From an optimization exercise on the open Yosys and OpenROAD flow, aimed at a short achievable clock period and few clock cycles per item; shortcuts taken in it are not production practice. In this exercise RTL edits were held to simulation tests only and were not proved equivalent to the original. Power figures rest on the tool's default switching activity, not on a simulated workload.

## sp_top
module sp_top (
	input  wire logic          clk,
	input  wire logic          rst_n,
	input  wire logic          in_valid,
	input  wire sp_pkg::elem_t in_data,
	input  wire sp_pkg::mode_t in_mode,
	output logic               out_valid,
	output sp_pkg::elem_t      out_data
);
Size in the first run: about 3,700 cells after synthesis, about 430 flip-flops, about 24 I/O pins, roughly 32,000 sq um of cells after synthesis.
==> module sp_top, before the edit <==
module sp_top (
	input  wire logic          clk,
	input  wire logic          rst_n,
	input  wire logic          in_valid,
	input  wire sp_pkg::elem_t in_data,
	input  wire sp_pkg::mode_t in_mode,
	output logic               out_valid,
	output sp_pkg::elem_t      out_data
);
	localparam logic [8:0] INF = 9'h1FF;
	logic       v1;
	logic [2:0] idx;
	logic [2:0] k1;
	logic [8:0] x;
	logic [1:0] mode;
	always_ff @(posedge clk or negedge rst_n) begin
		if (!rst_n) begin
			v1  <= 1'b0;
			idx <= '0;
		end else begin
			v1 <= in_valid;
			if (in_valid) begin
				idx <= (idx == 3'd5) ? 3'd0 : idx + 3'd1;
			end
		end
	end
	always_ff @(posedge clk) begin
		x  <= in_data;
		k1 <= idx;
		if (in_valid && idx == 3'd0) begin
			mode <= in_mode;
		end
	end
	logic [8:0] bi;
	mod_inverse u_inv (
		.clk     (clk),
		.value   (in_data),
		.inv     ((idx == 3'd0) ? in_mode[0] : mode[0]),
		.value_q (x),
		.result  (bi)
	);
	logic       v2;
	logic [2:0] k2;
	logic [8:0] x2;
	logic [8:0] br;
	logic [8:0] brn;
	logic [8:0] bc;
	always_ff @(posedge clk or negedge rst_n) begin
		if (!rst_n) begin
			v2 <= 1'b0;
		end else begin
			v2 <= v1;
		end
	end
	always_ff @(posedge clk) begin
		k2 <= k1;
		x2 <= x;
		if (v1) begin
			br  <= bi;
			brn <= ~bi;
		end
	end
	assign bc = ~brn;
	logic [5:0][8:0] s;
	logic [5:0][8:0] s_in;
	logic [5:0][8:0] s_ins;
	logic [5:0]      lt;
	always_comb begin
		for (int j = 0; j < 6; j++) begin
			s_in[j] = (k2 == 3'd0) ? INF : s[j];
		end
		for (int j = 0; j < 6; j++) begin
			lt[j] = sp_pkg::lt9(br, s_in[j]);
		end
		for (int j = 0; j < 6; j++) begin
			if (!lt[j]) begin
				s_ins[j] = s_in[j];
			end else if (j == 0) begin
				s_ins[j] = br;
			end else begin
				s_ins[j] = lt[j-1] ? s_in[j-1] : br;
			end
		end
	end
	always_ff @(posedge clk) begin
		if (v2) begin
			s <= s_ins;
		end
	end
	logic [10:0] tp2;
	logic [10:0] tq2;
	logic [10:0] cs_s;
	logic [10:0] cs_c;
	assign tp2 = {sp_pkg::add9({1'b0, x2[8:1]}, bc, 1'b0), x2[0]};
	assign cs_s = 11'(x2) ^ 11'({bc, 1'b0}) ^ 11'(bc);
	assign cs_c = 11'({(11'(x2) & 11'({bc, 1'b0})) | (11'(x2) & 11'(bc))
		| (11'({bc, 1'b0}) & 11'(bc)), 1'b0});
	assign tq2 = sp_pkg::add11(cs_s, cs_c);
	logic        v3;
	logic        v4;
	logic [2:0]  k3;
	logic [2:0]  k4;
	logic [10:0] tp3;
	logic [10:0] tq3;
	logic [8:0]  p4;
	logic [5:0][8:0] r;
	logic [5:0][8:0] r3;
	always_ff @(posedge clk or negedge rst_n) begin
		if (!rst_n) begin
			v3 <= 1'b0;
			v4 <= 1'b0;
		end else begin
			v3 <= v2;
			v4 <= v3;
		end
	end
	always_ff @(posedge clk) begin
		k3  <= k2;
		tp3 <= tp2;
		tq3 <= tq2;
		k4  <= k3;
		p4  <= sp_pkg::mod3(tp3);
		if (v3) begin
			r[k3] <= mode[1] ? sp_pkg::mod3(tp3) : sp_pkg::mod4(tq3);
		end
		if (v4) begin
			r3[k4] <= 9'(sp_pkg::add9(p4, 9'd3, 1'b0));
		end
	end
	logic       armed;
	logic       f2;
	logic       f3a;
	logic       f3;
	logic       busy;
	logic [5:0] oc;
	logic       lt_xs;
	logic       lt_xb;
	logic       lt_bs;
	logic       lt_b1;
	logic [8:0] e0_x;
	logic [8:0] e0_b;
	logic [8:0] e0_s;
	logic [8:0] e0_rest;
	logic [8:0] e0_m2;
	logic [8:0] e1_s0;
	logic [8:0] e1_s1;
	logic [8:0] e1_b;
	logic [8:0] e1_m2;
	logic [5:0][8:0] e_gen;
	logic [8:0] e_next;
	logic [8:0] d_idle;
	logic [8:0] d_arm;
	assign lt_xs   = sp_pkg::lt9(x, s[0]);
	assign lt_xb   = sp_pkg::lt9(x, bc);
	assign lt_bs   = sp_pkg::lt9(bc, s[0]);
	assign e0_x    = sp_pkg::addmod3(r[0], r3[0], x);
	assign e0_b    = sp_pkg::addmod3(r[0], r3[0], bc);
	assign e0_s    = sp_pkg::addmod3(r[0], r3[0], s[0]);
	assign e0_rest = lt_bs ? e0_b : e0_s;
	assign e0_m2   = (lt_xs && lt_xb) ? e0_x : e0_rest;
	assign lt_b1   = sp_pkg::lt9(bc, s[1]);
	assign e1_s0   = sp_pkg::addmod3(r[1], r3[1], s[0]);
	assign e1_s1   = sp_pkg::addmod3(r[1], r3[1], s[1]);
	assign e1_b    = sp_pkg::addmod3(r[1], r3[1], bc);
	assign e1_m2   = lt_b1 ? (lt_bs ? e1_s0 : e1_b) : e1_s1;
	always_comb begin
		e_gen[0] = '0;
		e_gen[1] = !mode[1] ? r[1] : (mode[0] ? sp_pkg::addmod3(r[1], r3[1], s[1]) : e1_m2);
		for (int j = 2; j < 6; j++) begin
			e_gen[j] = mode[1] ? sp_pkg::addmod3(r[j], r3[j], s[j]) : r[j];
		end
		e_next = '0;
		for (int j = 1; j < 6; j++) begin
			e_next = e_next | (e_gen[j] & {9{oc[j]}});
		end
	end
	assign d_idle = f2 ? e0_m2 : (f3 ? e0_rest : (busy ? e_next : '0));
	assign d_arm  = armed ? r[0] : '0;
	always_ff @(posedge clk or negedge rst_n) begin
		if (!rst_n) begin
			out_valid <= 1'b0;
			out_data  <= '0;
			busy      <= 1'b0;
			oc        <= '0;
			armed     <= 1'b0;
			f2        <= 1'b0;
			f3a       <= 1'b0;
			f3        <= 1'b0;
		end else begin
			armed     <= (in_valid ? idx == 3'd4 : idx == 3'd5) && !mode[1];
			f2        <= in_valid && idx == 3'd5 && mode == 2'b10;
			f3a       <= in_valid && idx == 3'd5 && mode == 2'b11;
			f3        <= f3a;
			out_valid <= in_valid ? armed : (f2 || f3 || busy);
			out_data  <= in_valid ? d_arm : d_idle;
			if (in_valid) begin
				busy <= armed;
				oc   <= armed ? 6'b000010 : '0;
			end else if (f2 || f3) begin
				busy <= 1'b1;
				oc   <= 6'b000010;
			end else if (busy) begin
				oc   <= {oc[4:0], 1'b0};
				busy <= !oc[5];
			end else begin
				oc   <= '0;
			end
		end
	end
endmodule
Settings: LEC_CHECK=0, CAP_MARGIN=30, CORE_MARGIN=2, CORE_UTILIZATION=30, PLACE_DENSITY=0.45, SLEW_MARGIN=30; clock period 10.0 ns.
standard.sh (not shown) runs the stock make flow with config.mk's settings and CLKGATE_MAP_FILE= SYNTH_SCRIPT=/design/flow/synth_recipe.tcl, a recipe that flattens the netlist after the stock synthesis.
==> flow/flow/run.sh <==
#!/bin/bash
# Standard layout, with timing repair aimed well below the clock period
# and plain buffers on the ports
set -euo pipefail
bash standard.sh SETUP_SLACK_MARGIN=7.2 "BUFFER_PORTS_ARGS=-buffer_cell sky130_fd_sc_hd__buf_4" finish > standard.log 2>&1
Testbench counts at the start, summed over its fixed seeds: cycles 2,259, jobs 192.
Change:
--- a/flow/design.v
+++ b/flow/design.v
@@ -512,14 +512,12 @@
 			v2 <= v1;
 		end
 	end
 	always_ff @(posedge clk) begin
-		k2 <= k1;
-		x2 <= x;
-		if (v1) begin
-			br  <= bi;
-			brn <= ~bi;
-		end
+		k2  <= k1;
+		x2  <= x;
+		br  <= bi;
+		brn <= ~bi;
 	end
 	assign bc = ~brn;
 	logic [5:0][8:0] s;
 	logic [5:0][8:0] s_in;
@@ -588,68 +586,84 @@
 		end
 	end
 	logic       armed;
 	logic       f2;
+	logic       f2d;
 	logic       f3a;
 	logic       f3;
 	logic       busy;
 	logic [5:0] oc;
+	logic [8:0] nx;
 	logic       lt_xs;
 	logic       lt_xb;
 	logic       lt_bs;
 	logic       lt_b1;
+	logic       lt_b2;
 	logic [8:0] e0_x;
 	logic [8:0] e0_b;
 	logic [8:0] e0_s;
 	logic [8:0] e0_rest;
 	logic [8:0] e0_m2;
 	logic [8:0] e1_s0;
 	logic [8:0] e1_s1;
 	logic [8:0] e1_b;
-	logic [8:0] e1_m2;
+	logic [8:0] e1_ins;
+	logic [8:0] e2_s1;
+	logic [8:0] e2_s2;
+	logic [8:0] e2_b;
+	logic [8:0] e2_ins;
 	logic [5:0][8:0] e_gen;
-	logic [8:0] e_next;
+	logic [8:0] e_ahead;
 	logic [8:0] d_idle;
 	logic [8:0] d_arm;
+	logic [8:0] n_idle;
 	assign lt_xs   = sp_pkg::lt9(x, s[0]);
-	assign lt_xb   = sp_pkg::lt9(x, bc);
-	assign lt_bs   = sp_pkg::lt9(bc, s[0]);
+	assign lt_xb   = !v2 || sp_pkg::lt9(x, bc);
+	assign lt_bs   = v2 && sp_pkg::lt9(bc, s[0]);
 	assign e0_x    = sp_pkg::addmod3(r[0], r3[0], x);
 	assign e0_b    = sp_pkg::addmod3(r[0], r3[0], bc);
 	assign e0_s    = sp_pkg::addmod3(r[0], r3[0], s[0]);
-	assign e0_rest = lt_bs ? e0_b : e0_s;
 	assign e0_m2   = (lt_xs && lt_xb) ? e0_x : e0_rest;
+	assign e0_rest = lt_bs ? e0_b : e0_s;
 	assign lt_b1   = sp_pkg::lt9(bc, s[1]);
 	assign e1_s0   = sp_pkg::addmod3(r[1], r3[1], s[0]);
 	assign e1_s1   = sp_pkg::addmod3(r[1], r3[1], s[1]);
 	assign e1_b    = sp_pkg::addmod3(r[1], r3[1], bc);
-	assign e1_m2   = lt_b1 ? (lt_bs ? e1_s0 : e1_b) : e1_s1;
+	assign e1_ins  = lt_b1 ? (lt_bs ? e1_s0 : e1_b) : e1_s1;
+	assign lt_b2   = sp_pkg::lt9(bc, s[2]);
+	assign e2_s1   = sp_pkg::addmod3(r[2], r3[2], s[1]);
+	assign e2_s2   = sp_pkg::addmod3(r[2], r3[2], s[2]);
+	assign e2_b    = sp_pkg::addmod3(r[2], r3[2], bc);
+	assign e2_ins  = lt_b2 ? (lt_b1 ? e2_s1 : e2_b) : e2_s2;
 	always_comb begin
 		e_gen[0] = '0;
-		e_gen[1] = !mode[1] ? r[1] : (mode[0] ? sp_pkg::addmod3(r[1], r3[1], s[1]) : e1_m2);
+		e_gen[1] = '0;
 		for (int j = 2; j < 6; j++) begin
 			e_gen[j] = mode[1] ? sp_pkg::addmod3(r[j], r3[j], s[j]) : r[j];
 		end
-		e_next = '0;
-		for (int j = 1; j < 6; j++) begin
-			e_next = e_next | (e_gen[j] & {9{oc[j]}});
+		e_ahead = '0;
+		for (int j = 1; j < 5; j++) begin
+			e_ahead = e_ahead | (e_gen[j+1] & {9{oc[j]}});
 		end
 	end
-	assign d_idle = f2 ? e0_m2 : (f3 ? e0_rest : (busy ? e_next : '0));
 	assign d_arm  = armed ? r[0] : '0;
+	assign d_idle = f2 ? e0_m2 : (f3 ? e0_rest : (f2d ? e1_ins : (busy ? nx : '0)));
+	assign n_idle = f3 ? e1_ins : (f2d ? e2_ins : e_ahead);
 	always_ff @(posedge clk or negedge rst_n) begin
 		if (!rst_n) begin
 			out_valid <= 1'b0;
 			out_data  <= '0;
 			busy      <= 1'b0;
 			oc        <= '0;
 			armed     <= 1'b0;
 			f2        <= 1'b0;
+			f2d       <= 1'b0;
 			f3a       <= 1'b0;
 			f3        <= 1'b0;
 		end else begin
 			armed     <= (in_valid ? idx == 3'd4 : idx == 3'd5) && !mode[1];
 			f2        <= in_valid && idx == 3'd5 && mode == 2'b10;
+			f2d       <= f2;
 			f3a       <= in_valid && idx == 3'd5 && mode == 2'b11;
 			f3        <= f3a;
 			out_valid <= in_valid ? armed : (f2 || f3 || busy);
 			out_data  <= in_valid ? d_arm : d_idle;
@@ -666,6 +680,9 @@
 				oc   <= '0;
 			end
 		end
 	end
+	always_ff @(posedge clk) begin
+		nx <= in_valid ? r[1] : n_idle;
+	end
 endmodule
 `default_nettype wire
After rerunning:
- The new run completed without violations
- fmax grows by a few percent
- via count rose by a few percent
- clock-buffer cell count grows by 7
- clock power fell by a few percent
- setup slack gets better by 0.12 ns
- critical path depth decreases by 12
- utilization drops by 0.95 points
Testbench counts after the change, summed over its fixed seeds: cycles 2,259, jobs 192.

## afterwards: timing with drivers on the ports
No port has a modelled driver above. Below, the same layouts with a new extraction and two added sets of constraints. Step 1 sets driving cells, clkbuf_16 on the clock port and buf_2 on the other inputs (assumed; they add their load-dependent delay and slew). Step 2 adds t to the input delays and takes it off the output delays; t is the mean of the earliest and latest rising clock arrival at the registers after step 1. Input paths then give back, and output paths get back, about the clock's delay inside the block. a / b / c = ideal / step 1 / step 2; a / b = the first two.
run	shift t [ns]	slack for setup (ns)	worst hold slack (ns)	clock arrival spread, ns	slew at the worst register clock pin (ns)
the first run	0.739	6.677 / 6.677 / 6.175	0.326 / 0.326 / 0.326	0.058 / 0.058	0.07 / 0.07
the second run	0.724	6.795 / 6.731 / 6.233	0.333 / 0.333 / 0.333	0.114 / 0.115	0.07 / 0.07
After both steps every run listed still meets setup and hold. For the second run, which loses most, drivers alone change the setup slack by -0.064 ns; drivers and shift together by -0.562 ns.
